Background: an optimization exercise with open tools, aiming at small area, a short achievable clock period and few clock cycles. Do not read the settings as production practice.
The RTL was checked by simulation tests, not by an equivalence proof against the original design.
Power and IR drop assume default switching activity.

==> design/flow/design.v <==
package buffer_pkg;
	typedef logic [8-1:0] lane_t;
	typedef logic [4*8-1:0] word_t;
	typedef logic [$clog2(4*32)-1:0] buf_addr_t;
endpackage
package window_pkg;
	typedef logic [$clog2(32+1)-1:0] dim_t;
	typedef enum logic {
		STRIDE_1 = 1'b0,
		STRIDE_2 = 1'b1
	} stride_e;
	typedef enum logic [1:0] {
		WR_IDLE  = 2'd0,
		WR_FILL  = 2'd1,
		WR_DRAIN = 2'd2  
	} wr_state_e;
	typedef enum logic [1:0] {
		RD_IDLE = 2'd0,
		RD_WAIT = 2'd1,  
		RD_SCAN = 2'd2
	} rd_state_e;
endpackage
`timescale 1ns/1ps
module conv_feeder (
	input  logic        clk,
	input  logic        rst,
	input  logic        i_start,
	input  logic [5:0]  i_cols,
	input  logic [5:0]  i_rows,
	input  logic        i_stride,
	input  logic        i_valid,
	input  logic [31:0] i_data,
	output logic        o_full,
	output logic        o_valid,
	output logic [31:0] o_lane_data,
	output logic        o_done
);
	logic       busy;
	logic [5:0] g_cm1;  
	logic [5:0] g_rm1;  
	logic       g_s2;
	logic [4:0] g_ocm1;  
	logic acc_all;   
	logic acc_all2;  
	logic        s_v;
	logic [31:0] s_d;
	logic [5:0]  p_row;
	logic [5:0]  p_col;
	logic [4:0]  p_d;  
	logic [4:0] tau;
	logic [4:0] e_d;  
	logic       e_odd;  
	logic [4:0] x_rem;  
	logic [4:0] y_rem;  
	logic       last_x;
	logic       last_y;
	logic [1:0] e_r;  
	logic [1:0] e_c;  
	logic       e_done;
	logic [31:0] bw [3];
	logic [1:0]  b_cnt;
	logic [1:0]  b_lag;  
	logic m_wr_en;  
	logic [31:0] ring_a [32];
	logic [31:0] ring_b [32];
	logic idle;
	logic start;
	assign idle = !busy || (e_done && acc_all2);
	assign start = idle && i_start;
	logic [4:0] d;     
	assign d = e_d;
	logic t_is_b;  
	assign t_is_b = !g_s2 && e_odd;
	logic fill_done;  
	logic b_eq;
	logic bw_ok;
	assign b_eq = (b_lag == 2'd0);
	assign bw_ok = (b_cnt == 2'd3) && b_eq;
	logic emit;
	always_comb begin
		emit = 1'b0;
		if (busy && !e_done) begin
			case (e_r)
				2'd0: emit = fill_done && (d[2:0] == 3'd3);
				2'd1: emit = bw_ok && (d[2:0] == 3'd0);
				default: emit = bw_ok;
			endcase
		end
	end
	logic win_end;
	assign win_end = emit && (e_r == 2'd2) && (e_c == 2'd2);
	logic bw_wr;
	assign bw_wr = emit && (e_r == 2'd1) &&
		(last_x || (e_c == 2'd0) || (g_s2 && (e_c == 2'd1)));
	logic        pix_v;
	logic [31:0] pix_d;
	logic        p_al;
	assign pix_v = s_v || (i_valid && busy && !acc_all);
	assign pix_d = s_v ? s_d : i_data;
	assign p_al = (p_d[2:0] == 3'd0);
	logic [5:0] g_mrow2;   
	logic [5:0] g_mcol2;   
	logic [5:0] g_elim;    
	logic k_fill, k_bot, k_mrow;
	logic c_in;    
	logic c_lt;    
	logic r_fill, r_bot, r_mrow;
	assign r_fill = k_fill;
	assign r_bot = k_bot && c_in;
	assign r_mrow = k_mrow;
	logic n_fill, n_bot, n_mrow;
	always_comb begin
		n_fill = (p_row == 6'd0);
		n_bot = 1'b0;
		n_mrow = 1'b0;
		if (!n_fill) begin
			if (!g_s2)
				n_bot = 1'b1;
			else if (p_row[0])
				n_bot = (p_row < g_mrow2);
			else
				n_mrow = (p_row + 6'd1 < g_mrow2);
		end
	end
	logic drop_ok;
	assign drop_ok = (b_cnt != 2'd3) || !b_eq;
	logic bw_in;    
	logic in_wr;    
	logic consume;
	always_comb begin
		bw_in = 1'b0;
		in_wr = 1'b0;
		consume = 1'b0;
		if (pix_v) begin
			if (r_fill) begin
				in_wr = p_al;
				consume = p_al;
			end else if (r_bot) begin
				bw_in = drop_ok;
				consume = drop_ok;
			end else if (r_mrow) begin
				in_wr = p_al && (m_wr_en || (last_x && c_lt));
				consume = in_wr;
			end else begin
				consume = 1'b1;  
			end
		end
	end
	assign o_full = s_v;
	logic accept;
	assign accept = i_valid && !s_v && busy && !acc_all;
	logic p_wrap;
	logic last_acc;
	assign p_wrap = (p_col == g_cm1);
	assign last_acc = (p_row == g_rm1) && p_wrap;
	logic        wa_en, wb_en;
	logic [1:0]  wa_idx, wb_idx;
	logic [31:0] wa_data, wb_data;
	logic        in_b;
	assign in_b = (p_row != 6'd0);
	logic        wa_src, wb_src;  
	always_comb begin
		wa_en = bw_wr && !t_is_b;
		wa_idx = d[4:3];
		wa_src = 1'b0;
		if (in_wr && !in_b) begin
			wa_en = 1'b1;
			wa_idx = p_d[4:3];
			wa_src = 1'b1;
		end
		wb_en = bw_wr && t_is_b;
		wb_idx = d[4:3];
		wb_src = 1'b0;
		if (in_wr && in_b) begin
			wb_en = 1'b1;
			wb_idx = p_d[4:3];
			wb_src = 1'b1;
		end
	end
	logic [3:0]  qa_sel, qb_sel;
	logic        qa_src, qb_src;
	logic [1:0]  q_ec;
	always_ff @(posedge clk) begin
		for (int k = 0; k < 4; k++) begin
			qa_sel[k] <= wa_en && (wa_idx == 2'(k));
			qb_sel[k] <= wb_en && (wb_idx == 2'(k));
		end
		qa_src <= wa_src;
		qb_src <= wb_src;
		q_ec <= e_c;
	end
	logic [31:0] q_pix;
	assign q_pix = s_d;
	logic [31:0] q_bw;
	assign q_bw = bw[q_ec];
	assign wa_data = qa_src ? q_pix : q_bw;
	assign wb_data = qb_src ? q_pix : q_bw;
	logic [31:0] rd;
	always_comb begin
		case (e_r)
			2'd0: rd = t_is_b ? ring_b[{d[4:3], 3'd3}] : ring_a[{d[4:3], 3'd3}];
			2'd1: rd = t_is_b ? ring_a[{d[4:3], 3'd0}] : ring_b[{d[4:3], 3'd0}];
			default: rd = bw[e_c];
		endcase
	end
	always_ff @(posedge clk) begin
		for (int k = 0; k < 32; k++) begin
			if ((k % 8) == 6 && qa_sel[((k + 2) / 8) % 4])
				ring_a[k] <= wa_data;
			else
				ring_a[k] <= ring_a[(k + 1) % 32];
			if ((k % 8) == 6 && qb_sel[((k + 2) / 8) % 4])
				ring_b[k] <= wb_data;
			else
				ring_b[k] <= ring_b[(k + 1) % 32];
		end
	end
	logic [4:0] n_ocm1, n_orm1;
	assign n_ocm1 = i_stride ? 5'((i_cols - 6'd3) >> 1) : 5'(i_cols - 6'd3);
	assign n_orm1 = i_stride ? 5'((i_rows - 6'd3) >> 1) : 5'(i_rows - 6'd3);
	always_ff @(posedge clk) begin
		if (rst) begin
			busy <= 1'b0;
			s_v <= 1'b0;
			e_done <= 1'b0;
			acc_all <= 1'b0;
			acc_all2 <= 1'b0;
			tau <= '0;
			m_wr_en <= 1'b0;
			b_cnt <= '0;
		end else begin
			tau <= tau + 5'd1;
			acc_all2 <= acc_all;
			if (start) begin
				busy <= 1'b1;
				g_cm1 <= i_cols - 6'd1;
				g_rm1 <= i_rows - 6'd1;
				g_s2 <= i_stride;
				g_ocm1 <= n_ocm1;
				acc_all <= 1'b0;
				acc_all2 <= 1'b0;
				s_v <= 1'b0;
				p_row <= '0;
				p_col <= '0;
				k_fill <= 1'b1;
				k_bot <= 1'b0;
				k_mrow <= 1'b0;
				c_in <= 1'b1;
				c_lt <= (n_ocm1 != 5'd0);
				fill_done <= 1'b0;
				g_mrow2 <= {n_orm1, 1'b0} + 6'd2;
				g_mcol2 <= {n_ocm1, 1'b0} + 6'd2;
				g_elim <= {n_ocm1, 1'b0};
				tau <= 5'd31;
				p_d <= 5'd1;   
				e_d <= 5'd1;
				e_odd <= 1'b0;
				x_rem <= n_ocm1;
				y_rem <= n_orm1;
				last_x <= (n_ocm1 == 5'd0);
				last_y <= (n_orm1 == 5'd0);
				e_r <= '0;
				e_c <= '0;
				e_done <= 1'b0;
				b_cnt <= '0;
				b_lag <= '0;
				m_wr_en <= 1'b0;
			end else begin
				if (accept && last_acc)
					acc_all <= 1'b1;
				if (consume) begin
					if (p_wrap) begin
						p_col <= '0;
						p_row <= p_row + 6'd1;
						p_d <= ~tau;
						k_fill <= n_fill;
						k_bot <= n_bot;
						k_mrow <= n_mrow;
						c_in <= 1'b1;
						c_lt <= (g_elim != 6'd0);
						if (p_row == 6'd1)
							fill_done <= 1'b1;
					end
					else begin
						p_col <= p_col + 6'd1;
						if (g_s2 && p_col == g_mcol2)
							c_in <= 1'b0;
						if (p_col + 6'd1 == g_elim)
							c_lt <= 1'b0;
					end
				end else begin
					p_d <= p_d - 5'd1;
				end
				if (consume)
					s_v <= 1'b0;
				else if (accept)
					s_v <= 1'b1;
				if (emit && last_x && e_r == 2'd1 && e_c == 2'd2)
					m_wr_en <= 1'b1;
				else if (in_wr && r_mrow && p_wrap)
					m_wr_en <= 1'b0;
				if (win_end && last_x) begin
					b_cnt <= '0;
					b_lag <= '0;
				end else if (win_end) begin
					b_lag <= g_s2 ? 2'd2 : 2'd1;
				end else if (bw_in) begin
					if (b_cnt != 2'd3)
						b_cnt <= b_cnt + 2'd1;
					else
						b_lag <= b_lag - 2'd1;
				end
				if (!emit)
					e_d <= e_d - 5'd1;
				if (emit) begin
					if (e_c != 2'd2) begin
						e_c <= e_c + 2'd1;
					end else begin
						e_c <= '0;
						if (e_r != 2'd2) begin
							e_r <= e_r + 2'd1;
							e_d <= e_d - 5'd3;
						end else begin
							e_r <= '0;
							if (!last_x) begin
								x_rem <= x_rem - 5'd1;
								last_x <= (x_rem == 5'd1);
								e_d <= g_s2 ? e_d - 5'd1 : e_d - 5'd2;
							end else begin
								x_rem <= g_ocm1;
								last_x <= (g_ocm1 == 5'd0);
								e_d <= ~tau;
								if (last_y) begin
									e_done <= 1'b1;
								end else begin
									e_odd <= !e_odd;
									y_rem <= y_rem - 5'd1;
									last_y <= (y_rem == 5'd1);
								end
							end
						end
					end
				end
			end
		end
	end
	always_ff @(posedge clk) begin
		if (!s_v)
			s_d <= i_data;
		if (bw_in) begin
			bw[0] <= bw[1];
			bw[1] <= bw[2];
			bw[2] <= pix_d;
		end
	end
	logic [31:0] out_q;
	logic        out_v;
	logic        out_last;
	logic [7:0]  l1_q;
	logic [7:0]  l2_q [2];
	logic [7:0]  l3_q [3];
	always_ff @(posedge clk) begin
		if (rst) begin
			out_v <= 1'b0;
			out_last <= 1'b0;
		end else begin
			out_v <= emit;
			out_last <= win_end && last_x && last_y;
		end
	end
	always_ff @(posedge clk) begin
		out_q <= rd;
		l1_q <= out_q[15:8];
		l2_q[0] <= out_q[23:16];
		l2_q[1] <= l2_q[0];
		l3_q[0] <= out_q[31:24];
		l3_q[1] <= l3_q[0];
		l3_q[2] <= l3_q[1];
	end
	assign o_valid = out_v;
	assign o_done = out_last;
	assign o_lane_data = {l3_q[2], l2_q[1], l1_q, out_q[7:0]};
endmodule
==> design/flow/run.sh <==
#!/bin/bash
# synth_recipe.tcl (not shown) runs the flow's synth.tcl, then flattens the netlist and writes it again
# the make line also repeats each setting of config.mk as NAME=value (left out here)
make -C /OpenROAD-flow-scripts/flow DESIGN_CONFIG=/design/flow/config.mk WORK_HOME=/design/flow/orfs CLKGATE_MAP_FILE= SYNTH_SCRIPT=/design/flow/synth_recipe.tcl finish
==> design/flow/config.mk <==
export PLATFORM = sky130hd
export DESIGN_NAME = conv_feeder
export DESIGN_NICKNAME = conv_feeder
export VERILOG_FILES = /design/flow/design.v
export SDC_FILE = /design/flow/constraint.sdc
export NUM_CORES = 4
export LEC_CHECK = 0
export CAP_MARGIN = 20
export CORE_MARGIN = 2
export CORE_UTILIZATION = 40
export CTS_BUF_LIST = sky130_fd_sc_hd__clkbuf_8
export CTS_CLUSTER_SIZE = 30
export SETUP_SLACK_MARGIN = 3.5
export SLEW_MARGIN = 20
==> design/flow/constraint.sdc <==
create_clock -name core_clock -period 6.0 [get_ports {clk}]
set_input_delay 1.2000 -clock core_clock [delete_from_list [all_inputs] [get_ports {clk}]]
set_output_delay 1.2000 -clock core_clock [all_outputs]
set_load 0.01 [all_outputs]
==> results of run 1 <==
==> power groups by stage <==
stage / clock network, uW / logic (uW) / registers [uW]
global placement: 0 / 912 / 16700
detailed placement: 0 / 920 / 16700
floorplan: 0 / 599 / 16700
global route: 13300 / 1040 / 16400
finish: 12300 / 968 / 16400
CTS: 12600 / 954 / 16400
==> per-stage QoR <==
step	instances	instance area [sq um]	hold WS (ns)	worst slack, ns
global route	6955	71840	0.2626	3.223
detailed placement	6330	64590	0.3121	2.491
global placement	6330	64590	0.3096	2.491
finish	6955	71840	0.2630	3.295
floorplan	4379	61770	0.3096	0.6737
CTS	6937	71580	0.2625	3.176
==> critical path: cells and delay by family (launching register included) <==
kind | cells | cell delay [ns]
flops | 1 | 0.36
buf+inv | 2 | 0.23
==> logic make-up (layout without fill, tap and decap cells) <==
kind of cell	after synthesis	after routing	synth area share (%)
other	0	1	0
adder cells (fa/ha/maj)	44	44	0.8937
AND/OR/NAND/NOR	818	820	5.586
AO/OA/AOI/OAI	680	680	6.941
buffers and inverters	247	776	1.678
multiplexers	168	168	4.580
XOR/XNOR	64	64	0.9100
flip-flops	2358	2358	79.41
==> state kept, by name, indices dropped and copies added (netlist names), 4 cells and up <==
register,flops
p_d,5
l3_q,24
p_col,6
bw,96
g_mcol2,5
qa_sel,4
tau,5
g_mrow2,5
p_row,6
g_ocm1,5
l2_q,16
e_d,5
g_cm1,6
ring_a,1024
x_rem,5
l1_q,8
y_rem,5
g_rm1,6
out_q,32
s_d,32
ring_b,1024
qb_sel,4
==> routing by layer <==
metal	vias to the layer above	track usage (%)
met1	15650	23.29
met3	237	3.079
met5	-	0
li1	15440	-
met4	4	5.968
met2	865	24.24
==> cell usage after synthesis, drive strengths merged, types with 6 or more instances <==
library cell	instances	area [sq um]
dfxtp	2187	43780
nor2	362	1359
a21oi	348	1745
nand2	324	1216
edfxtp	171	5135
clkbuf	125	469.2
mux4	84	1892
a22oi	82	615.6
buf	78	399.1
mux2	71	799.5
o21a	65	488.0
ha	44	550.5
inv	44	165.2
a221oi	42	367.9
xnor2	35	306.5
xor2	29	254.0
o21ai	28	140.1
nand3	26	130.1
o211ai	26	200.2
nor3	19	100.1
nor2b	15	101.3
o22ai	15	93.84
nand2b	14	87.58
mux2i	13	130.1
a211oi	11	82.58
and2	10	62.56
a21o	9	67.56
a31oi	8	50.05
and3	8	51.30
o31ai	8	60.06
nor4	7	65.06
o311ai	7	61.31
or4	7	56.30
nor3b	6	45.04
==> how the worst max path moves through the flow <==
stage,start,end,depth (start not counted)
floorplan,i_valid,b_lag[0],6
global placement,i_stride,c_lt,6
detailed placement,i_stride,c_lt,6
CTS,s_v,o_full,2
global route,s_v,o_full,2
finish,s_v,o_full,2
==> repair_timing <==
action / CTS / global route
buffers inserted: 8 / 14
gates resized for setup: 205 / 25
pin swaps: 0 / 5
setup endpoints to repair: 89 / 125
cloned: 3 / 3
==> area by class of cell <==
cell class | instances | area [sq um]
well taps | 2044 | 2557
diodes | 1 | 2.502
multi-input cells | 1776 | 11910
flip-flops and latches | 2358 | 49000
clock buffers | 429 | 5904
repair buffers | 136 | 1423
clock inverters | 167 | 872.1
fillers | 13640 | 81660
inverters | 44 | 167.7
==> impl_metrics.toml, run 1 <==
[status]
outcome = "timing/DRC/antenna clean"

[power]
internal-power_uw = 23240
power.density_cell_area_nw_per_um2 = 412.5
total_switching_power_uw = 6397
clock_power_share_pct = 41.4
cellLeakagePower_uw = 0.02837
power.total_uw = 29630
switching_share_pct = 21.59
vdd_drop_max_mv = 0.2429
comb_power_share_pct = 3.3
power_frac_seq_pct = 55.3

[placed_design]
gp_congestion = 0.7785
place.detailed.hpwl_microns = 69640
numPortBuffers = 83

[sta]
report.final.slew_viol_count = 0
timing.slew.headroom_pct = 20.75
setup_tns_ns = 0
report.final.hold_viol_count = 0
max_freq_ghz = 0.3697
worstMarginPinSlew_ns = 1.189
setup_repair_after_global_routing_missed_its_margin = "true"
clock-skew-final_ns = 0.08860
period_minus_slack_ns = 2.705
post-route-period-util_pct = 45.08
timing.final.setup_violations = 0

[clock_network]
cts.htree.levels = 5
cts_tree = "yes"
cts_sinks = 2358
worst_skew_pair.late_latency_ns = 0.99
ctsRootBufferMaster = "sky130_fd_sc_hd__clkbuf_8"
cts_max_path_buffers = 4
clk_pin_slew_worst_paths_ns = 0.06
cts_buffers = 350
cts_hold_buffers = 0

[detailed_routing]
wl_met1_microns = 63640
met2_wirelength_microns = 56850
first_pass_iters = 5
dr_wl_met3_microns = 7054
initialDrtViolationCount = 2005
detailroute.via_count = 32200
totalWireLength_microns = 130500
remaining_drc_errors = 0
drt.antenna.violating_nets = 0
wl_per_cell_microns = 18.77
vias_per_cell = 4.630
route.top_layer_used = "met5"

[die]
core_area_sq_um = 153500
initial_utilization_pct = 40.13
core.rowCount = 144
io_pins = 84
floorplan.die.width_microns = 396.4
floorplan.die_area_sq_um = 157200
floorplan.die.height_microns = 396.4

[worst_setup_path]
worstRegToRegCells = 7
critical_path_peak_fanout = 2
worstSetupEndpointType = "output port"
setup.reg_to_reg.worst_slack_ns = 3.42
critPathSlowestCell = "sky130_fd_sc_hd__dfxtp_4"
timing.critical_path.slowest_cell_delay_ns = 0.36
rr_endpoint = "bw[2][24]"
critPathLaunchType = "flop"
crit_reg_reg_startpoint = "s_v"
timing.critical_path.cells = "buf_16 > buf_8"
data_required_critical_path_ns = 4.80
arrival_ns = 1.50
timing.setup.critical_path_class = "reg -> out"

[final_layout]
mostFrequentLayoutCell = "sky130_fd_sc_hd__dfxtp_1"
finish.net_count = 4759
layout.cells.most_common_list = "2151 x sky130_fd_sc_hd__dfxtp_1, 429 x sky130_fd_sc_hd__clkbuf_8, 356 x sky130_fd_sc_hd__nor2_1"
fin_util_pct = 46.80
layout-drive-gt1-share_pct = 16.56
layout_stage_area_growth_over_the_synthesis_result_pct = 16.63

[synthesis]
postSynth.asyncResetShare_pct = 0
yosysUniqueCellTypes = 74
ys_seq_area_share_pct = 79.41
synthFlopType = "sky130_fd_sc_hd__dfxtp_1"
syn-num-nets = 4472
netlist_instances = 4379
synth_warnings = 6
synth_area_sq_um = 61600
post_synthesis_average_cell_area_sq_um = 14.07
synth-edff-count = 171
synth.ff_latch_count = 2358

[global_routing]
maximum_number_of_pins_on_one_net_before_global_route_repair = 98
grt_antenna_before_repair = 9
overflow = 0
first_pass_grt_wire_length_microns = 192800
grt.total_usage_pct = 16.19
first_global_vias = 32260

[min_path]
min_path_type = "reg -> reg"
timing.hold.worst_path_depth = 0
min_to = "ring_b[13][23]"
holdCritStartpoint = "ring_b[14][23]"

[flow_run]
drv_cap = 0
Testbench counts, summed over its fixed seeds: cycles 114,913.
==> run 2: changes to the inputs <==
--- a/design/flow/config.mk
+++ b/design/flow/config.mk
@@ -9,5 +9,5 @@
 export CORE_MARGIN = 2
 export CORE_UTILIZATION = 40
-export CTS_BUF_LIST = sky130_fd_sc_hd__clkbuf_8
+export CTS_CLUSTER_DIAMETER = 120
 export CTS_CLUSTER_SIZE = 30
 export SETUP_SLACK_MARGIN = 3.5
==> impl_metrics.toml, run 2 <==
[placed_design]
gp_congestion = 0.7785
placement.setup.worst_slack_ns = 2.491
numPortBuffers = 83
place.detailed.hpwl_microns = 69640

[worst_setup_path]
timing.critical_path.cells = "buf_12 > buf_2"
data_required_critical_path_ns = 4.80
worstRegToRegCells = 6
rr_endpoint = "e_d[4]"
crit_reg_reg_startpoint = "e_d[3]"
critical_path_peak_fanout = 2
setup.reg_to_reg.worst_slack_ns = 3.58
timing.setup.critical_path_class = "reg -> out"
worstSetupEndpointType = "output port"
timing.critical_path.slowest_cell_delay_ns = 0.37
critPathSlowestCell = "sky130_fd_sc_hd__dfxtp_4"
critPathLaunchType = "flop"
arrival_ns = 1.34

[sta]
max_freq_ghz = 0.3939
period_minus_slack_ns = 2.538
setup_repair_after_global_routing_missed_its_margin = "true"
timing.final.setup_violations = 0
report.final.slew_viol_count = 0
report.final.hold_viol_count = 0
timing.slew.headroom_pct = 24.48
setup_tns_ns = 0
clock-skew-final_ns = 0.03174
post-route-period-util_pct = 42.31
worstMarginPinSlew_ns = 1.133
setup_slack_ns = 3.462

[synthesis]
yosysUniqueCellTypes = 74
post_synthesis_average_cell_area_sq_um = 14.07
synth_area_sq_um = 61600
synth-edff-count = 171
synthFlopType = "sky130_fd_sc_hd__dfxtp_1"
syn-num-nets = 4472
yosys.area.top_type_share_pct = 71.08
ys_top_cells_by_count = "2187 x sky130_fd_sc_hd__dfxtp_1, 362 x sky130_fd_sc_hd__nor2_1, 347 x sky130_fd_sc_hd__a21oi_1, 324 x sky130_fd_sc_hd__nand2_1, 171 x sky130_fd_sc_hd__edfxtp_1"
ys_seq_area_share_pct = 79.41
synth_area_leaders = "sky130_fd_sc_hd__dfxtp_1 71%, sky130_fd_sc_hd__edfxtp_1 8.3%, sky130_fd_sc_hd__mux4_2 3.1%"
netlist_instances = 4379
postSynth.asyncResetShare_pct = 0
synth_warnings = 6
yosysMostFrequentCell = "sky130_fd_sc_hd__dfxtp_1"
synth.ff_latch_count = 2358
netlist.top_cell.by_area = "sky130_fd_sc_hd__dfxtp_1"

[min_path]
timing.hold.worst_path_depth = 0
min_to = "ring_b[1][30]"
holdCritStartpoint = "ring_b[2][30]"
min_path_type = "reg -> reg"

[clock_network]
cts_buffers = 88
cts_sinks = 2358
ctsRootBufferMaster = "sky130_fd_sc_hd__clkbuf_16"
cts_hold_buffers = 0
worst_skew_pair.late_latency_ns = 0.74
cts_tree = "yes"
clk_pin_slew_worst_paths_ns = 0.11
cts_max_path_buffers = 3
cts.htree.levels = 3

[global_routing]
grt_antenna_before_repair = 11
grt.total_usage_pct = 15.68
maximum_number_of_pins_on_one_net_before_global_route_repair = 76
first_global_vias = 29590
overflow = 0
first_pass_grt_wire_length_microns = 184900

[final_layout]
layout-drive-gt1-share_pct = 9.582
layout.cells.most_common_list = "2160 x sky130_fd_sc_hd__dfxtp_1, 356 x sky130_fd_sc_hd__nor2_1, 342 x sky130_fd_sc_hd__a21oi_1"
n_fill_cell = 13930
mostFrequentLayoutCell = "sky130_fd_sc_hd__dfxtp_1"
finish.net_count = 4500
biggestRegsByFlops = "ring_a x1024, ring_b x1024, bw x96"
layout_stage_area_growth_over_the_synthesis_result_pct = 9.585

[power]
power.density_cell_area_nw_per_um2 = 364.4
power.total_uw = 24600
cellLeakagePower_uw = 0.02561
vdd_drop_max_mv = 0.2447

[detailed_routing]
wl_per_cell_microns = 19.37
first_pass_iters = 5
initialDrtViolationCount = 2335
vias_per_cell = 4.723
detailroute.via_count = 30670
totalWireLength_microns = 125800
drt.antenna.violating_nets = 0
remaining_drc_errors = 0

[die]
floorplan.die.width_microns = 396.4
core.rowCount = 144
floorplan.die_area_sq_um = 157200
initial_utilization_pct = 40.13
io_pins = 84
floorplan.die.height_microns = 396.4
core_area_sq_um = 153500

[flow_run]
drv_cap = 0

[status]
outcome = "timing/DRC/antenna clean"
[run 2: worst max path at each step]
stage / from / endpoint / slack [ns]
6_report: s_v / o_full / 3.46
5_1_grt: s_v / o_full / 3.39
4_1_cts: s_v / o_full / 3.32
3_5_place_dp: i_stride / c_lt / 2.49
3_3_place_gp: i_stride / c_lt / 2.49
2_1_floorplan: i_valid / b_lag[0] / 0.67
[run 2: metrics by stage]
step	hold slack, ns	cell area, sq um	util [%]	instances
3_3_place_gp	0.3096	64590	42.08	6330
6_report	0.3168	67500	43.97	6493
2_1_floorplan	0.3096	61770	-	4379
5_1_grt	0.3232	67500	43.97	6490
3_5_place_dp	0.3121	64590	42.08	6330
4_1_cts	0.3177	67350	43.87	6480
[run 2: critical path, delay by kind of cell, from the launching register on]
kind                   cells  cell delay, ns
buffers and inverters      2            0.26
DFF                        1            0.37
[run 2: repair_timing]
action / 4_1_cts / 5_1_grt
gates cloned: 7 / 1
pin swaps: 2 / 5
gates resized for setup: 188 / 18
setup endpoints to repair: 127 / 147
buffers inserted: 14 / 9
[run 2: cells by family after synthesis]
kind of cell,Yosys count,synth area share (%)
DFF,2358,79.41
and+or+nand+nor,818,5.586
buffers and inverters,247,1.678
xor gates and xnor gates,64,0.9100
adders and majority gates,44,0.8937
AOI/OAI and AO/OA,680,6.941
muxes,168,4.580
[run 2: power by group]
| group | total (uW) | internal, uW | switching, uW |
|---|---|---|---|
| registers | 16400 | 16200 | 163 |
| clock network | 7280 | 2820 | 4460 |
| logic | 959 | 361 | 598 |
| total | 24600 | 19400 | 5220 |
[run 2: area by class of cell]
class | instances | area [sq um] | area share (%)
clock inverter | 6 | 92.59 | 0.1372
sequential | 2358 | 48990 | 72.58
timing repair buffer | 139 | 1380 | 2.044
antenna | 3 | 7.507 | 0.01112
tap | 2044 | 2557 | 3.789
multi-input combinational | 1776 | 11930 | 17.67
inverter | 44 | 170.2 | 0.2521
clock buffer | 123 | 2376 | 3.520
[run 2: metal layers]
layer  GRT usage (%)  wire length [microns]
met5               0                     38
met4           3.870                   2709
met3           2.874                   7206
met2           23.69                  54120
met1           23.20                  61720
==> run 3: changes to the inputs <==
--- a/design/flow/config.mk
+++ b/design/flow/config.mk
@@ -9,6 +9,4 @@
 export CORE_MARGIN = 2
 export CORE_UTILIZATION = 40
-export CTS_CLUSTER_DIAMETER = 120
-export CTS_CLUSTER_SIZE = 30
 export SETUP_SLACK_MARGIN = 3.5
 export SLEW_MARGIN = 20
==> impl_metrics.toml, run 3 <==
[synthesis]
synth_area_sq_um = 61600
synthXorXnorAreaFrac_pct = 0.9100
synth.mux.area_fraction_pct = 4.580
ys_seq_area_share_pct = 79.41
synth-edff-count = 171
syn-num-nets = 4472
yosys.area.top_type_share_pct = 71.08
synth-compound-area-share_pct = 6.941
post_synth_and_or_nand_nor_area_fraction_pct = 5.586
synth_top_family_by_area = "compound AO/OA/AOI/OAI gates"
synthFlopType = "sky130_fd_sc_hd__dfxtp_1"
synth_warnings = 6
synth.ff_latch_count = 2358
synth_fa_ha_area_share_pct = 0.8937
netlist_instances = 4379
yosysUniqueCellTypes = 74
postSynth.asyncResetShare_pct = 0
yosysMostFrequentCell = "sky130_fd_sc_hd__dfxtp_1"
synth_area_leaders = "sky130_fd_sc_hd__dfxtp_1 71%, sky130_fd_sc_hd__edfxtp_1 8.3%, sky130_fd_sc_hd__mux4_2 3.1%"
ys_top_cells_by_count = "2187 x sky130_fd_sc_hd__dfxtp_1, 362 x sky130_fd_sc_hd__nor2_1, 347 x sky130_fd_sc_hd__a21oi_1, 324 x sky130_fd_sc_hd__nand2_1, 171 x sky130_fd_sc_hd__edfxtp_1"
netlist.top_cell.by_area = "sky130_fd_sc_hd__dfxtp_1"
post_synthesis_average_cell_area_sq_um = 14.07

[clock_network]
ctsRootBufferMaster = "sky130_fd_sc_hd__clkbuf_16"
cts.htree.levels = 4
cts_max_path_buffers = 3
cts_buffers = 204
cts_sinks = 2358
clk_pin_slew_worst_paths_ns = 0.06
cts_tree = "yes"
worst_skew_pair.late_latency_ns = 0.82

[worst_setup_path]
critPathSlowestCell = "sky130_fd_sc_hd__dfxtp_4"
arrival_ns = 1.39
data_required_critical_path_ns = 4.80
critPathLaunchType = "flop"
timing.setup.critical_path_class = "reg -> out"
worstSetupEndpointType = "output port"
critical_path_peak_fanout = 2
timing.critical_path.slowest_cell_delay_ns = 0.35
timing.critical_path.cells = "buf_12 > buf_6"

[detailed_routing]
remaining_drc_errors = 0
totalWireLength_microns = 128800
detailroute.via_count = 31450
wl_per_cell_microns = 19.11
first_pass_iters = 5
vias_per_cell = 4.666
initialDrtViolationCount = 1970
drt.antenna.violating_nets = 0

[sta]
setup_repair_after_global_routing_missed_its_margin = "true"
worstMarginPinSlew_ns = 1.159
setup_tns_ns = 0
timing.slew.headroom_pct = 22.74
max_freq_ghz = 0.3864
post-route-period-util_pct = 43.14
report.final.slew_viol_count = 0
report.final.hold_viol_count = 0
timing.final.setup_violations = 0
period_minus_slack_ns = 2.588
clock-skew-final_ns = 0.04812

[die]
core_area_sq_um = 153500
io_pins = 84
floorplan.die_area_sq_um = 157200
floorplan.die.width_microns = 396.4
floorplan.die.height_microns = 396.4
initial_utilization_pct = 40.13
core.rowCount = 144

[global_routing]
grt.total_usage_pct = 16.15
maximum_number_of_pins_on_one_net_before_global_route_repair = 76
grt_antenna_before_repair = 8
first_global_vias = 31270
overflow = 0
first_pass_grt_wire_length_microns = 191500

[final_layout]
layout-drive-gt1-share_pct = 14.40
layout_stage_area_growth_over_the_synthesis_result_pct = 17.19
finish.net_count = 4610
layout.cells.most_common_list = "2152 x sky130_fd_sc_hd__dfxtp_1, 356 x sky130_fd_sc_hd__nor2_1, 343 x sky130_fd_sc_hd__a21oi_1"
n_fill_cell = 13480
mostFrequentLayoutCell = "sky130_fd_sc_hd__dfxtp_1"
fin_util_pct = 47.03
biggestRegsByFlops = "ring_a x1024, ring_b x1024, bw x96"

[power]
power.density_cell_area_nw_per_um2 = 427.9
cellLeakagePower_uw = 0.02794
vdd_drop_max_mv = 0.3268

[flow_run]
drv_cap = 0

[placed_design]
gp_congestion = 0.7785
numPortBuffers = 83
place.detailed.hpwl_microns = 69640

[min_path]
min_path_type = "reg -> reg"

[status]
outcome = "timing/DRC/antenna clean"
run 3: cell types whose count changed in the layout (fill, tap and decap cells not counted), sizes merged:
cell           delta
buf               -4
bufbuf            -2
bufinv           +19
clkbuf          +164
clkdlybuf4s15     -1
clkinv           +53
clkinvlp          +7
diode             -2
dlygate4sd2       +2
inv              +11
run 3: where the power goes:
group	switching, uW	total [uW]	internal, uW
clock	5710	13500	7840
combinational	595	962	367
sequential	168	16400	16200
run 3: logic make-up (layout without fill, tap and decap cells):
group,Yosys count,after routing
multiplexers,168,168
AO/OA/AOI/OAI,680,680
flip-flops,2358,2358
adder cells (fa/ha/maj),44,44
XOR/XNOR,64,64
AND/OR/NAND/NOR,818,820
buffers and inverters,247,561
other,0,1
run 3: through the flow:
stage          setup slack (ns)  total power (uW)  cells  cell area (sq um)  hold slack, ns
2_1_floorplan            0.6737             17250   4379              61770          0.3096
3_3_place_gp              2.491             17620   6330              64590          0.3096
3_5_place_dp              2.491             17640   6330              64590          0.3121
4_1_cts                   3.331             31140   6727              72010          0.2932
5_1_grt                   3.358             31890   6739              72190          0.3014
6_report                  3.412             30890   6740              72190          0.2872
run 3: cell type report:
class / count / area, sq um / share of cell area [%]
clock inverters: 96 / 1184 / 1.640
repair buffers: 133 / 1371 / 1.900
inverters: 44 / 167.7 / 0.2322
multi-input cells: 1776 / 11920 / 16.51
diodes: 1 / 2.502 / 0.003466
well taps: 2044 / 2557 / 3.543
flip-flops and latches: 2358 / 49000 / 67.88
clock buffers: 288 / 5988 / 8.295
run 3: critical path, delay by kind of cell, from the launching register on:
family / cells / cell delay (ns)
buf+inv: 2 / 0.23
flops: 1 / 0.35
run 3: routing by layer:
layer	vias up	GRT usage, %	wire length (microns)
li1	15120	-	-
met1	15350	23.40	63320
met2	760	24.54	55950
met3	214	3.088	6972
met4	4	4.678	2552
met5	-	0	23
run 3: timing repair:
action / in CTS / in global routing
pin swaps: 2 / 4
setup buffers: 8 / 11
cloned: 5 / 1
hold buffers: 0 / 0
setup endpoints to repair: 125 / 116
resized for setup: 208 / 19
run 3: worst paths after layout:
path,to,from,depth (start not counted),slack (ns)
setup / recovery,o_full,s_v,2,3.41
hold / removal,ring_b[27][23],ring_b[28][23],0,0.29
setup reg to reg,out_q[7],e_odd,6,3.54
hold reg to reg,ring_b[27][23],ring_b[28][23],0,0.29
==> run 4: changes to the inputs <==
--- a/design/flow/config.mk
+++ b/design/flow/config.mk
@@ -9,4 +9,6 @@
 export CORE_MARGIN = 2
 export CORE_UTILIZATION = 40
+export CTS_CLUSTER_DIAMETER = 100
+export CTS_CLUSTER_SIZE = 34
 export SETUP_SLACK_MARGIN = 3.5
 export SLEW_MARGIN = 20
==> impl_metrics.toml, run 4 <==
[detailed_routing]
first_pass_iters = 8
vias_per_cell = 4.699
detailroute.via_count = 30470
wl_per_cell_microns = 19.35
remaining_drc_errors = 0
drt.antenna.violating_nets = 0
initialDrtViolationCount = 2333
totalWireLength_microns = 125500

[synthesis]
netlist_instances = 4379
synth_area_leaders = "sky130_fd_sc_hd__dfxtp_1 71%, sky130_fd_sc_hd__edfxtp_1 8.3%, sky130_fd_sc_hd__mux4_2 3.1%"
syn-num-nets = 4472
yosysMostFrequentCell = "sky130_fd_sc_hd__dfxtp_1"
yosysUniqueCellTypes = 74
synthFlopType = "sky130_fd_sc_hd__dfxtp_1"
netlist.top_cell.by_area = "sky130_fd_sc_hd__dfxtp_1"
post_synthesis_average_cell_area_sq_um = 14.07
ys_seq_area_share_pct = 79.41
synth_area_sq_um = 61600
synth-edff-count = 171
yosys.area.top_type_share_pct = 71.08
synth_warnings = 6
ys_top_cells_by_count = "2187 x sky130_fd_sc_hd__dfxtp_1, 362 x sky130_fd_sc_hd__nor2_1, 347 x sky130_fd_sc_hd__a21oi_1, 324 x sky130_fd_sc_hd__nand2_1, 171 x sky130_fd_sc_hd__edfxtp_1"
synth.ff_latch_count = 2358
postSynth.asyncResetShare_pct = 0

[global_routing]
grt_antenna_before_repair = 12
grt.total_usage_pct = 15.67
overflow = 0
maximum_number_of_pins_on_one_net_before_global_route_repair = 76
first_global_vias = 29570
first_pass_grt_wire_length_microns = 185100

[power]
power.total_uw = 24370
cellLeakagePower_uw = 0.02555
vdd_drop_max_mv = 0.2610
power.density_cell_area_nw_per_um2 = 361.9

[worst_setup_path]
path_delay_family = "flip-flops"
timing.critical_path.slowest_cell_delay_ns = 0.37
worstSetupEndpointType = "output port"
timing.critical_path.cells = "buf_12 > buf_2"
cp_num_buf_inv = 2
data_required_critical_path_ns = 4.80
critPathLaunchType = "flop"
critPathSlowestCell = "sky130_fd_sc_hd__dfxtp_4"
cp-startpoint = "s_v"
critical_path_peak_fanout = 2
arrival_ns = 1.34
crit_reg_reg_startpoint = "e_odd"
timing.setup.critical_path_class = "reg -> out"

[final_layout]
multiInputGateArea_sq_um = 11930
fin_util_pct = 43.87
finish.cell_count_without_fillers = 6484
mostFrequentLayoutCell = "sky130_fd_sc_hd__dfxtp_1"
layout-drive-gt1-share_pct = 9.531
layout_stage_area_growth_over_the_synthesis_result_pct = 9.317
n_fill_cell = 13950
sequential_cell_area_sq_um = 48990
finish.net_count = 4494
layout.cells.most_common_list = "2160 x sky130_fd_sc_hd__dfxtp_1, 356 x sky130_fd_sc_hd__nor2_1, 342 x sky130_fd_sc_hd__a21oi_1"
biggestRegsByFlops = "ring_a x1024, ring_b x1024, bw x96"

[status]
outcome = "timing/DRC/antenna clean"

[die]
core_area_sq_um = 153500
floorplan.die_area_sq_um = 157200
floorplan.die.height_microns = 396.4
initial_utilization_pct = 40.13
core.rowCount = 144
floorplan.die.width_microns = 396.4
io_pins = 84

[sta]
setup_repair_after_global_routing_missed_its_margin = "true"
report.final.hold_viol_count = 0
period_minus_slack_ns = 2.538
post-route-period-util_pct = 42.30
clock-skew-final_ns = 0.02857
setup_slack_ns = 3.462
report.final.slew_viol_count = 0
setup_tns_ns = 0
max_freq_ghz = 0.3941
timing.final.setup_violations = 0
timing.slew.headroom_pct = 22.42
worstMarginPinSlew_ns = 1.164

[clock_network]
cts_sinks = 2358
cts_max_path_buffers = 3
cts.htree.levels = 3
cts_buffers = 80
cts_tree = "yes"
clk_pin_slew_worst_paths_ns = 0.12
ctsRootBufferMaster = "sky130_fd_sc_hd__clkbuf_16"
worst_skew_pair.late_latency_ns = 0.72

[placed_design]
place.detailed.hpwl_microns = 69640
gp_congestion = 0.7785
placed_cell_count = 6330
numPortBuffers = 83
placement.setup.worst_slack_ns = 2.491

[min_path]
min_path_type = "reg -> reg"
holdCritStartpoint = "ring_a[21][1]"

[flow_run]
drv_cap = 0
==> run 4: routing by layer <==
layer  routed length, microns  vias to the layer above  global-route usage [%]
met2                    54180                      700                   23.80
met5                       25                        -                       0
met4                     2625                        4                   3.728
met3                     7200                      161                   2.612
met1                    61440                    14880                   23.29
li1                         -                    14730                       -
==> run 4: logic make-up (layout without fill, tap and decap cells) <==
kind of cell / count (synthesis) / count (layout) / synth area share (%)
compound gates: 680 / 680 / 6.941
xor+xnor: 64 / 64 / 0.9100
fa+ha+maj: 44 / 44 / 0.8937
buf+inv: 247 / 304 / 1.678
flops: 2358 / 2358 / 79.41
mux: 168 / 168 / 4.580
other cells: 0 / 2 / 0
simple gates: 818 / 820 / 5.586
==> run 4: repair_timing <==
action | 4_1_cts | 5_1_grt
hold buffers | 0 | 0
buffers inserted | 14 | 11
gates cloned | 7 | 1
resized for setup | 182 | 21
pin swaps | 2 | 5
setup endpoints to repair | 128 | 161
==> run 4: where the power goes <==
part / leakage [uW] / total [uW] / switching, uW / internal [uW]
registers: 0.0193 / 16400 / 162 / 16200
logic: 0.00518 / 960 / 599 / 361
clock network: 0.00111 / 7050 / 4440 / 2610
total: 0.0255 / 24400 / 5200 / 19200
==> run 4: area by class of cell <==
cell class | instances | area share, %
multi-input combinational | 1776 | 17.71
clock buffer | 110 | 3.203
tap | 2044 | 3.798
antenna | 2 | 0.007432
clock inverter | 9 | 0.2193
timing repair buffer | 141 | 2.055
sequential | 2358 | 72.75
inverter | 44 | 0.2527
==> run 4: worst reg2reg max path: cells and delay by family, from the launching register on <==
family | cells | cell delay (ns)
simple gates | 2 | 0.53
buf+inv | 1 | 0.41
flops | 1 | 0.70
compound gates | 3 | 0.69
==> run 4: per-stage QoR <==
| stage | area (sq um) | hold slack [ns] |
|---|---|---|
| final | 67340 | 0.3137 |
| after global routing | 67330 | 0.3149 |
| after CTS | 67160 | 0.3126 |
| after detailed placement | 64590 | 0.3121 |
| after global placement | 64590 | 0.3096 |
| after floorplan | 61770 | 0.3096 |
==> run 4: path summary, 6_finish.rpt <==
path	end	depth (start not counted)	slack, ns
setup / recovery	o_full	2	3.46
hold / removal	ring_a[20][1]	0	0.31
setup reg to reg	out_q[7]	6	3.57
hold reg to reg	ring_a[20][1]	0	0.31
==> run 5: changes to the inputs <==
--- a/design/flow/config.mk
+++ b/design/flow/config.mk
@@ -9,6 +9,6 @@
 export CORE_MARGIN = 2
 export CORE_UTILIZATION = 40
-export CTS_CLUSTER_DIAMETER = 100
-export CTS_CLUSTER_SIZE = 34
+export CTS_BUF_LIST = sky130_fd_sc_hd__clkbuf_4 sky130_fd_sc_hd__clkbuf_8 sky130_fd_sc_hd__clkbuf_16
+export CTS_CLUSTER_SIZE = 24
 export SETUP_SLACK_MARGIN = 3.5
 export SLEW_MARGIN = 20
==> impl_metrics.toml, run 5 <==
[status]
outcome = "timing/DRC/antenna clean"

[detailed_routing]
drt.antenna.violating_nets = 0
totalWireLength_microns = 129000
initialDrtViolationCount = 2010
met2_wirelength_microns = 56030
vias_per_cell = 4.662
detailroute.via_count = 31420
dr_wl_met3_microns = 6798
route.top_layer_used = "met5"
wl_met1_microns = 63530
remaining_drc_errors = 0
wl_per_cell_microns = 19.14
first_pass_iters = 6

[worst_setup_path]
worstSetupEndpointType = "output port"
arrival_ns = 1.38
crit_reg_reg_startpoint = "e_odd"
timing.setup.critical_path_class = "reg -> out"
data_required_critical_path_ns = 4.80
critical_path_peak_fanout = 2
worstRegToRegCells = 6
setup.reg_to_reg.worst_slack_ns = 3.59
critPathLaunchType = "flop"
rr_endpoint = "out_q[7]"

[synthesis]
ys_top_cells_by_count = "2187 x sky130_fd_sc_hd__dfxtp_1, 362 x sky130_fd_sc_hd__nor2_1, 347 x sky130_fd_sc_hd__a21oi_1, 324 x sky130_fd_sc_hd__nand2_1, 171 x sky130_fd_sc_hd__edfxtp_1"
postSynth.asyncResetShare_pct = 0
yosysMostFrequentCell = "sky130_fd_sc_hd__dfxtp_1"
synth_area_sq_um = 61600
netlist_instances = 4379
netlist.top_cell.by_area = "sky130_fd_sc_hd__dfxtp_1"
post_synthesis_average_cell_area_sq_um = 14.07
synth.ff_latch_count = 2358
synthFlopType = "sky130_fd_sc_hd__dfxtp_1"
ys_seq_area_share_pct = 79.41
synth_area_leaders = "sky130_fd_sc_hd__dfxtp_1 71%, sky130_fd_sc_hd__edfxtp_1 8.3%, sky130_fd_sc_hd__mux4_2 3.1%"
synth-edff-count = 171
yosysUniqueCellTypes = 74
yosys.area.top_type_share_pct = 71.08
syn-num-nets = 4472
synth_warnings = 6

[sta]
max_freq_ghz = 0.3873
timing.final.setup_violations = 0
setup_slack_ns = 3.418
report.final.slew_viol_count = 0
timing.slew.headroom_pct = 23.12
setup_repair_after_global_routing_missed_its_margin = "true"
setup_tns_ns = 0
post-route-period-util_pct = 43.03
worstMarginPinSlew_ns = 1.153
report.final.hold_viol_count = 0
period_minus_slack_ns = 2.582
clock-skew-final_ns = 0.04633

[power]
power.density_cell_area_nw_per_um2 = 429.2
vdd_drop_max_mv = 0.3246
cellLeakagePower_uw = 0.02805

[global_routing]
first_pass_grt_wire_length_microns = 191600
first_global_vias = 31280
maximum_number_of_pins_on_one_net_before_global_route_repair = 76
overflow = 0
grt_antenna_before_repair = 8
grt.total_usage_pct = 16.16

[final_layout]
mostFrequentLayoutCell = "sky130_fd_sc_hd__dfxtp_1"
layout.cells.most_common_list = "2152 x sky130_fd_sc_hd__dfxtp_1, 356 x sky130_fd_sc_hd__nor2_1, 343 x sky130_fd_sc_hd__a21oi_1"
biggestRegsByFlops = "ring_a x1024, ring_b x1024, bw x96"
layout_stage_area_growth_over_the_synthesis_result_pct = 17.40
layout-drive-gt1-share_pct = 15.12
finish.net_count = 4610

[clock_network]
clk_pin_slew_worst_paths_ns = 0.06
cts_hold_buffers = 0
cts.htree.levels = 4
cts_tree = "yes"
ctsRootBufferMaster = "sky130_fd_sc_hd__clkbuf_16"
cts_max_path_buffers = 3
worst_skew_pair.late_latency_ns = 0.82
cts_buffers = 204
cts_sinks = 2358

[min_path]
min_to = "ring_b[27][23]"
timing.hold.worst_path_depth = 0
min_path_type = "reg -> reg"
holdCritStartpoint = "ring_b[28][23]"

[die]
core.rowCount = 144
core_area_sq_um = 153500
floorplan.die.height_microns = 396.4
floorplan.die.width_microns = 396.4
initial_utilization_pct = 40.13
floorplan.die_area_sq_um = 157200
io_pins = 84

[placed_design]
numPortBuffers = 83
gp_congestion = 0.7785
place.detailed.hpwl_microns = 69640
placement.setup.worst_slack_ns = 2.491

[flow_run]
drv_cap = 0
[run 5: changes by cell type in the layout (fill, tap and decap cells not counted), sizes merged, moves of 6 or more]
| cell | delta |
|---|---|
| bufinv | +19 |
| inv | +9 |
| buf | -6 |
| clkinvlp | +7 |
| clkinv | +52 |
| clkbuf | +177 |
[run 5: cell type report]
type                            instances  area [sq um]
Fill cell                           13460         81190
Sequential cell                      2358         49000
Multi-Input combinational cell       1776         11920
Clock buffer                          288          6116
Tap cell                             2044          2557
Timing Repair Buffer                  133          1371
Clock inverter                         96          1184
Inverter                               44         167.7
Antenna cell                            1         2.502
[run 5: critical path, cell delays in order, from the launching register on]
cell	delay [ns]
sky130_fd_sc_hd__dfxtp_4	0.35
sky130_fd_sc_hd__buf_12	0.12
sky130_fd_sc_hd__buf_6	0.11
[run 5: worst max-delay path by stage]
stage                  start       end  cells after the start
finish                   s_v    o_full                      2
global placement    i_stride      c_lt                      6
floorplan            i_valid  b_lag[0]                      6
global route             s_v    o_full                      2
CTS                      s_v    o_full                      2
detailed placement  i_stride      c_lt                      6
[run 5: where the power goes]
part / leakage [uW] / internal, uW / switching, uW / total [uW]
combinational: 0.00513 / 367 / 593 / 960
sequential: 0.0193 / 16200 / 169 / 16400
clock: 0.00366 / 7990 / 5710 / 13700
total: 0.0281 / 24600 / 6470 / 31000
[run 5: cell families after synthesis]
group                    Yosys count  synth area share [%]
multiplexers                     168                 4.580
XOR/XNOR                          64                0.9100
buffers and inverters            247                 1.678
AND/OR/NAND/NOR                  818                 5.586
flip-flops                      2358                 79.41
AO/OA/AOI/OAI                    680                 6.941
adder cells (fa/ha/maj)           44                0.8937
[run 5: per-layer routing]
metal | up-vias | track usage, %
li1 | 15120 | -
met1 | 15340 | 23.39
met2 | 740 | 24.57
met3 | 219 | 3.116
met4 | 4 | 4.678
met5 | - | 0
[run 5: timing repair]
item | in CTS | in global routing
pin swaps | 2 | 4
cloned | 5 | 1
setup endpoints to repair | 125 | 116
buffers inserted | 8 | 11
resized for setup | 208 | 19
[run 5: per-stage QoR]
step | utilization, % | hold slack (ns) | std cells | cell area [sq um] | power [uW]
finish | 47.11 | 0.2875 | 6740 | 72320 | 31040
global route | 47.11 | 0.3012 | 6739 | 72320 | 32050
CTS | 46.99 | 0.2931 | 6727 | 72130 | 31300
global placement | 42.08 | 0.3096 | 6330 | 64590 | 17620
floorplan | - | 0.3096 | 4379 | 61770 | 17250
detailed placement | 42.08 | 0.3121 | 6330 | 64590 | 17640
==> run 6: changes to the inputs <==
--- a/design/flow/design.v
+++ b/design/flow/design.v
@@ -147,5 +147,6 @@
 		end
 	end
-	assign o_full = s_v;
+	logic full_q;
+	assign o_full = full_q;
 	logic accept;
 	assign accept = i_valid && !s_v && busy && !acc_all;
@@ -223,4 +224,5 @@
 			busy <= 1'b0;
 			s_v <= 1'b0;
+			full_q <= 1'b0;
 			e_done <= 1'b0;
 			acc_all <= 1'b0;
@@ -241,4 +243,5 @@
 				acc_all2 <= 1'b0;
 				s_v <= 1'b0;
+				full_q <= 1'b0;
 				p_row <= '0;
 				p_col <= '0;
@@ -296,4 +299,5 @@
 				else if (accept)
 					s_v <= 1'b1;
+				full_q <= (!consume && (accept || s_v)) || acc_all || (accept && last_acc);
 				if (emit && last_x && e_r == 2'd1 && e_c == 2'd2)
 					m_wr_en <= 1'b1;
--- a/design/flow/config.mk
+++ b/design/flow/config.mk
@@ -9,6 +9,6 @@
 export CORE_MARGIN = 2
 export CORE_UTILIZATION = 40
-export CTS_BUF_LIST = sky130_fd_sc_hd__clkbuf_4 sky130_fd_sc_hd__clkbuf_8 sky130_fd_sc_hd__clkbuf_16
-export CTS_CLUSTER_SIZE = 24
+export CTS_CLUSTER_DIAMETER = 120
+export CTS_CLUSTER_SIZE = 30
 export SETUP_SLACK_MARGIN = 3.5
 export SLEW_MARGIN = 20
==> impl_metrics.toml, run 6 <==
[sta]
worstMarginPinSlew_ns = 1.141
timing.final.setup_violations = 0
post-route-period-util_pct = 41.86
report.final.hold_viol_count = 0
setup_repair_after_global_routing_missed_its_margin = "true"
clock-skew-final_ns = 0.04352
max_freq_ghz = 0.3982
timing.slew.headroom_pct = 23.56
setup_tns_ns = 0
report.final.slew_viol_count = 0
period_minus_slack_ns = 2.511
setup_slack_ns = 3.489

[min_path]
holdCritStartpoint = "ring_b[12][28]"
min_path_type = "reg -> reg"

[worst_setup_path]
critical_path_peak_fanout = 44
path_delay_family = "simple AND/OR/NAND/NOR gates"
crit_reg_reg_startpoint = "e_r[1]"
timing.setup.critical_path_class = "in -> reg"
critPathLaunchType = "input port"
critPathSlowestCell = "sky130_fd_sc_hd__clkdlybuf4s50_1"
timing.critical_path.slowest_cell_delay_ns = 0.51
data_required_critical_path_ns = 6.40
arrival_ns = 2.91
cp_num_buf_inv = 2
worstSetupEndpointType = "flop"
cp-startpoint = "i_valid"
timing.critical_path.cells = "clkdlybuf4s50_1 > and3b_2 > nor2_2 > nor3_2 > and2_4 > buf_16"

[detailed_routing]
totalWireLength_microns = 129800
initialDrtViolationCount = 2350
remaining_drc_errors = 0
detailroute.via_count = 30540
vias_per_cell = 4.701
drt.antenna.violating_nets = 0
first_pass_iters = 6
wl_per_cell_microns = 19.98

[synthesis]
synth.ff_latch_count = 2359
netlist_instances = 4373
synth_warnings = 6
post_synth_and_or_nand_nor_area_fraction_pct = 5.122
ys_seq_area_share_pct = 79.25
yosysUniqueCellTypes = 71
postSynth.asyncResetShare_pct = 0
yosys.area.top_type_share_pct = 70.94
post_synthesis_average_cell_area_sq_um = 14.12
yosysMostFrequentCell = "sky130_fd_sc_hd__dfxtp_1"
synth_area_sq_um = 61750
ys_top_cells_by_count = "2188 x sky130_fd_sc_hd__dfxtp_1, 348 x sky130_fd_sc_hd__a21oi_1, 339 x sky130_fd_sc_hd__nor2_1, 272 x sky130_fd_sc_hd__nand2_1, 171 x sky130_fd_sc_hd__edfxtp_1"
synthFlopType = "sky130_fd_sc_hd__dfxtp_1"
syn-num-nets = 4466
synth_top_family_by_area = "compound AO/OA/AOI/OAI gates"
synth.mux.area_fraction_pct = 4.879
netlist.top_cell.by_area = "sky130_fd_sc_hd__dfxtp_1"
synth_area_leaders = "sky130_fd_sc_hd__dfxtp_1 71%, sky130_fd_sc_hd__edfxtp_1 8.3%, sky130_fd_sc_hd__a21oi_1 2.8%"
synth_fa_ha_area_share_pct = 0.8916
synth-compound-area-share_pct = 7.187
synthXorXnorAreaFrac_pct = 0.8794
synth-edff-count = 171

[clock_network]
clk_pin_slew_worst_paths_ns = 0.11
cts_sinks = 2359
cts_buffers = 88
cts_max_path_buffers = 3
ctsRootBufferMaster = "sky130_fd_sc_hd__clkbuf_16"
cts_hold_buffers = 0
cts.htree.levels = 3
cts_tree = "yes"
worst_skew_pair.late_latency_ns = 0.75

[placed_design]
placed_cell_count = 6328
gp_congestion = 0.7620
place.detailed.hpwl_microns = 70610
numPortBuffers = 83
placement.setup.worst_slack_ns = 2.340

[global_routing]
first_global_vias = 29980
grt.total_usage_pct = 16.16
first_pass_grt_wire_length_microns = 190300
overflow = 0
maximum_number_of_pins_on_one_net_before_global_route_repair = 65
grt_antenna_before_repair = 5

[die]
initial_utilization_pct = 40.18
core_area_sq_um = 153700
floorplan.die.width_microns = 396.9
floorplan.die.height_microns = 396.9
floorplan.die_area_sq_um = 157500
io_pins = 84
core.rowCount = 144

[power]
cellLeakagePower_uw = 0.02579
vdd_drop_max_mv = 0.2395
power.total_uw = 24670
power.density_cell_area_nw_per_um2 = 364.2

[final_layout]
layout.cells.most_common_list = "2157 x sky130_fd_sc_hd__dfxtp_1, 345 x sky130_fd_sc_hd__a21oi_1, 334 x sky130_fd_sc_hd__nor2_1"
biggestRegsByFlops = "ring_a x1024, ring_b x1024, bw x96"
layout_stage_area_growth_over_the_synthesis_result_pct = 9.708
finish.cell_count_without_fillers = 6497
layout-drive-gt1-share_pct = 10.09
mostFrequentLayoutCell = "sky130_fd_sc_hd__dfxtp_1"
finish.net_count = 4507
n_fill_cell = 13730

[flow_run]
drv_cap = 0

[status]
outcome = "timing/DRC/antenna clean"
-- run 6: cell count changes after synthesis, moves of 10 or more --
cell / before / now
sky130_fd_sc_hd__clkbuf_1: 125 / 106
sky130_fd_sc_hd__mux2_1: 0 / 20
sky130_fd_sc_hd__o21ai_0: 24 / 42
sky130_fd_sc_hd__nand2_1: 324 / 272
sky130_fd_sc_hd__mux4_2: 84 / 70
sky130_fd_sc_hd__a221oi_1: 42 / 52
sky130_fd_sc_hd__nor3_1: 18 / 34
sky130_fd_sc_hd__nor2_1: 362 / 339
sky130_fd_sc_hd__o22ai_1: 15 / 5
sky130_fd_sc_hd__o21ai_1: 4 / 18
-- run 6: final cells by class --
cell class / instances / area [sq um] / share of cell area (%)
sequential: 2359 / 49000 / 72.34
multi-input combinational: 1770 / 12040 / 17.77
timing repair buffer: 151 / 1529 / 2.257
clock inverter: 4 / 42.54 / 0.06280
tap: 2044 / 2557 / 3.775
clock buffer: 123 / 2397 / 3.539
antenna: 2 / 5.005 / 0.007388
inverter: 44 / 168.9 / 0.2493
-- run 6: final timing paths --
path	to	slack [ns]	cells after the start
setup / recovery	bw[1][7]	3.49	6
hold / removal	ring_b[11][28]	0.31	0
setup reg to reg	qa_sel[0]	3.53	8
hold reg to reg	ring_b[11][28]	0.31	0
-- run 6: worst register-to-register path: cells and delay by family (launching register included) --
family,cells,cell delay (ns)
adder cells (fa/ha/maj),1,0.21
multiplexers,1,0.15
AO/OA/AOI/OAI,2,0.70
AND/OR/NAND/NOR,1,0.11
buffers and inverters,3,0.84
flip-flops,1,0.41
-- run 6: cell families after synthesis --
logic type      after synthesis
buf+inv                     248
fa+ha+maj                    44
flops                      2359
mux                         198
compound gates              707
xor+xnor                     62
simple gates                755
-- run 6: what timing repair did --
item / 4_1_cts / 5_1_grt
gates resized for setup: 209 / 20
setup buffers: 15 / 13
pin swaps: 2 / 2
cloned: 9 / 2
endpoints found under the setup margin: 251 / 164
-- run 6: per-stage QoR --
step / hold slack [ns] / util, % / cell area [sq um]
after global routing: 0.3265 / 44.08 / 67740
after floorplan: 0.3096 / - / 61900
after CTS: 0.3135 / 43.92 / 67490
after detailed placement: 0.3121 / 42.11 / 64710
final: 0.3123 / 44.08 / 67740
after global placement: 0.3095 / 42.11 / 64710
-- run 6: metal layers --
metal  vias up  track usage (%)  routed length, microns
met5         -                0                      31
met1     14940            23.18                   62190
met3       157            2.497                    6256
met2       649            25.38                   58230
li1      14800                -                       -
met4         6            4.502                    3120
-- run 6: where the power goes --
| part | internal (uW) | switching [uW] |
|---|---|---|
| logic | 385 | 648 |
| clock network | 2830 | 4460 |
| registers | 16200 | 157 |
| total | 19400 | 5260 |
Testbench counts of run 6, summed over its fixed seeds: cycles 114,913.
==> run 7: changes to the inputs <==
--- a/design/flow/config.mk
+++ b/design/flow/config.mk
@@ -11,4 +11,4 @@
 export CTS_CLUSTER_DIAMETER = 120
 export CTS_CLUSTER_SIZE = 30
-export SETUP_SLACK_MARGIN = 3.5
+export SETUP_SLACK_MARGIN = 3.7
 export SLEW_MARGIN = 20
==> impl_metrics.toml, run 7 <==
[status]
outcome = "timing/DRC/antenna clean"

[power]
cellLeakagePower_uw = 0.02616
vdd_drop_max_mv = 0.2164
power.density_cell_area_nw_per_um2 = 361.9

[die]
floorplan.die.width_microns = 396.9
floorplan.die_area_sq_um = 157500
io_pins = 84
core_area_sq_um = 153700
initial_utilization_pct = 40.18
floorplan.die.height_microns = 396.9
core.rowCount = 144

[detailed_routing]
first_pass_iters = 7
wl_per_cell_microns = 19.84
remaining_drc_errors = 0
drt.antenna.violating_nets = 0
vias_per_cell = 4.711
initialDrtViolationCount = 2145
totalWireLength_microns = 129600
detailroute.via_count = 30780

[clock_network]
cts_max_path_buffers = 3
clk_pin_slew_worst_paths_ns = 0.11
cts.htree.levels = 3
cts_tree = "yes"
cts_buffers = 89
worst_skew_pair.late_latency_ns = 0.72
ctsRootBufferMaster = "sky130_fd_sc_hd__clkbuf_16"
cts_sinks = 2359

[synthesis]
syn-num-nets = 4466
synth_area_sq_um = 61750
synth.ff_latch_count = 2359
synth_warnings = 6
synthFlopType = "sky130_fd_sc_hd__dfxtp_1"
ys_top_cells_by_count = "2188 x sky130_fd_sc_hd__dfxtp_1, 348 x sky130_fd_sc_hd__a21oi_1, 339 x sky130_fd_sc_hd__nor2_1, 272 x sky130_fd_sc_hd__nand2_1, 171 x sky130_fd_sc_hd__edfxtp_1"
synth-edff-count = 171
post_synthesis_average_cell_area_sq_um = 14.12
yosys.area.top_type_share_pct = 70.94
yosysMostFrequentCell = "sky130_fd_sc_hd__dfxtp_1"
netlist_instances = 4373
ys_seq_area_share_pct = 79.25
yosysUniqueCellTypes = 71
netlist.top_cell.by_area = "sky130_fd_sc_hd__dfxtp_1"
synth_area_leaders = "sky130_fd_sc_hd__dfxtp_1 71%, sky130_fd_sc_hd__edfxtp_1 8.3%, sky130_fd_sc_hd__a21oi_1 2.8%"
postSynth.asyncResetShare_pct = 0

[sta]
max_freq_ghz = 0.4091
timing.final.setup_violations = 0
setup_repair_after_global_routing_missed_its_margin = "true"
clock-skew-final_ns = 0.03889
period_minus_slack_ns = 2.444
worstMarginPinSlew_ns = 1.058
setup_tns_ns = 0
post-route-period-util_pct = 40.74
report.final.hold_viol_count = 0
timing.slew.headroom_pct = 29.46
report.final.slew_viol_count = 0

[final_layout]
mostFrequentLayoutCell = "sky130_fd_sc_hd__dfxtp_1"
num_antenna_cells = 0
finish.net_count = 4542
fin_util_pct = 44.70
layout-drive-gt1-share_pct = 12.03
layout_stage_area_growth_over_the_synthesis_result_pct = 11.26
biggestRegsByFlops = "ring_a x1024, ring_b x1024, bw x96"
layout.cells.most_common_list = "2154 x sky130_fd_sc_hd__dfxtp_1, 341 x sky130_fd_sc_hd__a21oi_1, 331 x sky130_fd_sc_hd__nor2_1"

[worst_setup_path]
crit_reg_reg_startpoint = "g_s2"
timing.critical_path.cells = "buf_6"
critPathSlowestCell = "sky130_fd_sc_hd__dfxtp_4"
data_required_critical_path_ns = 4.80
arrival_ns = 1.24
setup.reg_to_reg.worst_slack_ns = 3.63
path_delay_family = "flip-flops"
worstSetupEndpointType = "output port"
worstRegToRegCells = 7
cp_num_buf_inv = 1
timing.critical_path.slowest_cell_delay_ns = 0.41
timing.setup.critical_path_class = "reg -> out"
critical_path_peak_fanout = 1
critPathLaunchType = "flop"
rr_endpoint = "out_q[19]"

[global_routing]
overflow = 0
first_pass_grt_wire_length_microns = 186800
maximum_number_of_pins_on_one_net_before_global_route_repair = 65
grt_use_met3_pct = 2.366
grt.met1_usage_pct = 23.06
first_global_vias = 29710
most_used_routing_layer = "met2"
grt_antenna_before_repair = 10
gr-usage-met2_pct = 24.37
grt.total_usage_pct = 15.81

[min_path]
timing.hold.worst_path_depth = 0
min_path_type = "reg -> reg"
holdCritStartpoint = "ring_b[28][15]"
min_to = "ring_b[27][15]"

[placed_design]
gp_congestion = 0.7666
numPortBuffers = 83
place.detailed.hpwl_microns = 70210

[flow_run]
drv_cap = 0
-- run 7: changes by cell type in the layout (fill, tap and decap cells not counted), moves of 5 or more --
cell                              before  now
sky130_fd_sc_hd__a221oi_2              5   21
sky130_fd_sc_hd__ha_4                  6   11
sky130_fd_sc_hd__buf_6                 8   31
sky130_fd_sc_hd__inv_2                 1    7
sky130_fd_sc_hd__ha_1                 33   27
sky130_fd_sc_hd__a221oi_1             52   35
sky130_fd_sc_hd__dlygate4sd2_1         1    6
sky130_fd_sc_hd__clkdlybuf4s50_1      44   38
sky130_fd_sc_hd__buf_4                47   64
sky130_fd_sc_hd__buf_2                31   12
sky130_fd_sc_hd__inv_1                41   34
-- run 7: final cells by class --
class | instances | area, sq um
inverters | 44 | 175.2
flip-flops and latches | 2359 | 49010
fillers | 13640 | 84990
repair buffers | 184 | 2051
clock buffers | 122 | 2372
clock inverters | 9 | 147.6
well taps | 2044 | 2557
multi-input cells | 1771 | 12380
-- run 7: per-stage QoR --
step	cells	setup slack (ns)	area, sq um	hold slack (ns)	power (uW)
floorplan	4373	3.180	62130	0.3096	17280
finish	6533	3.556	68700	0.2885	24860
CTS	6492	3.499	67970	0.2972	25010
global placement	6328	2.194	64840	0.3096	17650
detailed placement	6328	2.136	64840	0.3121	17670
global route	6533	3.501	68700	0.2869	25740
-- run 7: cells by family after synthesis --
| logic type | Yosys count | synth area share [%] |
|---|---|---|
| AO/OA/AOI/OAI | 707 | 7.187 |
| XOR/XNOR | 62 | 0.8794 |
| adder cells (fa/ha/maj) | 44 | 0.8916 |
| buffers and inverters | 248 | 1.789 |
| flip-flops | 2359 | 79.25 |
| multiplexers | 198 | 4.879 |
| AND/OR/NAND/NOR | 755 | 5.122 |
-- run 7: power by group --
group	leakage (uW)	total [uW]	switching [uW]	internal, uW
clock network	0.00121	7400	4530	2880
logic	0.00568	1100	669	433
registers	0.0193	16400	163	16200
total	0.0262	24900	5360	19500
-- run 7: timing repair --
| item | 4_1_cts | 5_1_grt |
|---|---|---|
| hold buffers | 0 | 0 |
| endpoints found under the setup margin | 260 | 215 |
| gates resized for setup | 250 | 67 |
| pin swaps | 7 | 10 |
| gates cloned | 9 | 8 |
| setup buffers | 24 | 32 |
-- run 7: worst max path at each step --
stage | slack [ns] | start | cells after the start | to
2_1_floorplan | 3.18 | i_valid | 4 | bw[0][0]
3_3_place_gp | 2.19 | i_valid | 6 | bw[2][23]
3_5_place_dp | 2.14 | i_valid | 6 | bw[2][23]
4_1_cts | 3.50 | out_q[0] | 1 | o_lane_data[0]
5_1_grt | 3.50 | out_q[0] | 1 | o_lane_data[0]
6_report | 3.56 | out_q[0] | 1 | o_lane_data[0]
-- run 7: metal layers --
layer	wire, microns	vias to the layer above
met5	55	-
met4	2577	8
met3	6214	140
met2	57920	609
met1	62870	15150
li1	-	14870

## static timing again, ports no longer ideal
Ports are ideal in the flow. The routed layouts listed here were re-timed in OpenROAD. Step 1 (the two cells are an assumption about what drives the block):
set clk [get_ports {clk}]
set_driving_cell -lib_cell sky130_fd_sc_hd__clkbuf_16 $clk
set_driving_cell -lib_cell sky130_fd_sc_hd__buf_2 [delete_from_list [all_inputs] $clk]
Step 2 times the ports against the registers' clock, not the clock port: input delays grow and output delays shrink by t, the midpoint of the rising clock arrivals with the driver on. a / b / c = ideal / step 1 / step 2; a / b = the first two.
| run | t, ns | setup slack, ns | worst hold slack (ns) | worst setup path after step 2 | latest minus earliest clock arrival (ns) |
|---|---|---|---|---|---|
| run 1 | 1.011 | 3.295 / 3.222 / 2.379 | 0.263 / 0.263 / 0.263 | input to register | 0.094 / 0.094 |
| run 2 | 0.801 | 3.462 / 3.386 / 2.793 | 0.317 / 0.317 / 0.317 | input to register | 0.040 / 0.040 |
| run 3 | 0.871 | 3.412 / 3.336 / 2.757 | 0.287 / 0.287 / 0.287 | input to register | 0.052 / 0.053 |
| run 4 | 0.786 | 3.462 / 3.387 / 2.807 | 0.314 / 0.314 / 0.314 | input to register | 0.041 / 0.041 |
| run 5 | 0.867 | 3.418 / 3.343 / 2.773 | 0.287 / 0.287 / 0.287 | input to register | 0.051 / 0.050 |
| run 6 | 0.798 | 3.489 / 3.490 / 2.740 | 0.312 / 0.312 / 0.312 | input to register | 0.048 / 0.048 |
| run 7 | 0.788 | 3.556 / 3.481 / 3.004 | 0.288 / 0.288 / 0.288 | input to register | 0.058 / 0.059 |
After both steps every run listed still meets setup and hold. For run 1, which loses most, drivers alone change the setup slack by -0.073 ns; drivers and shift together by -0.916 ns.
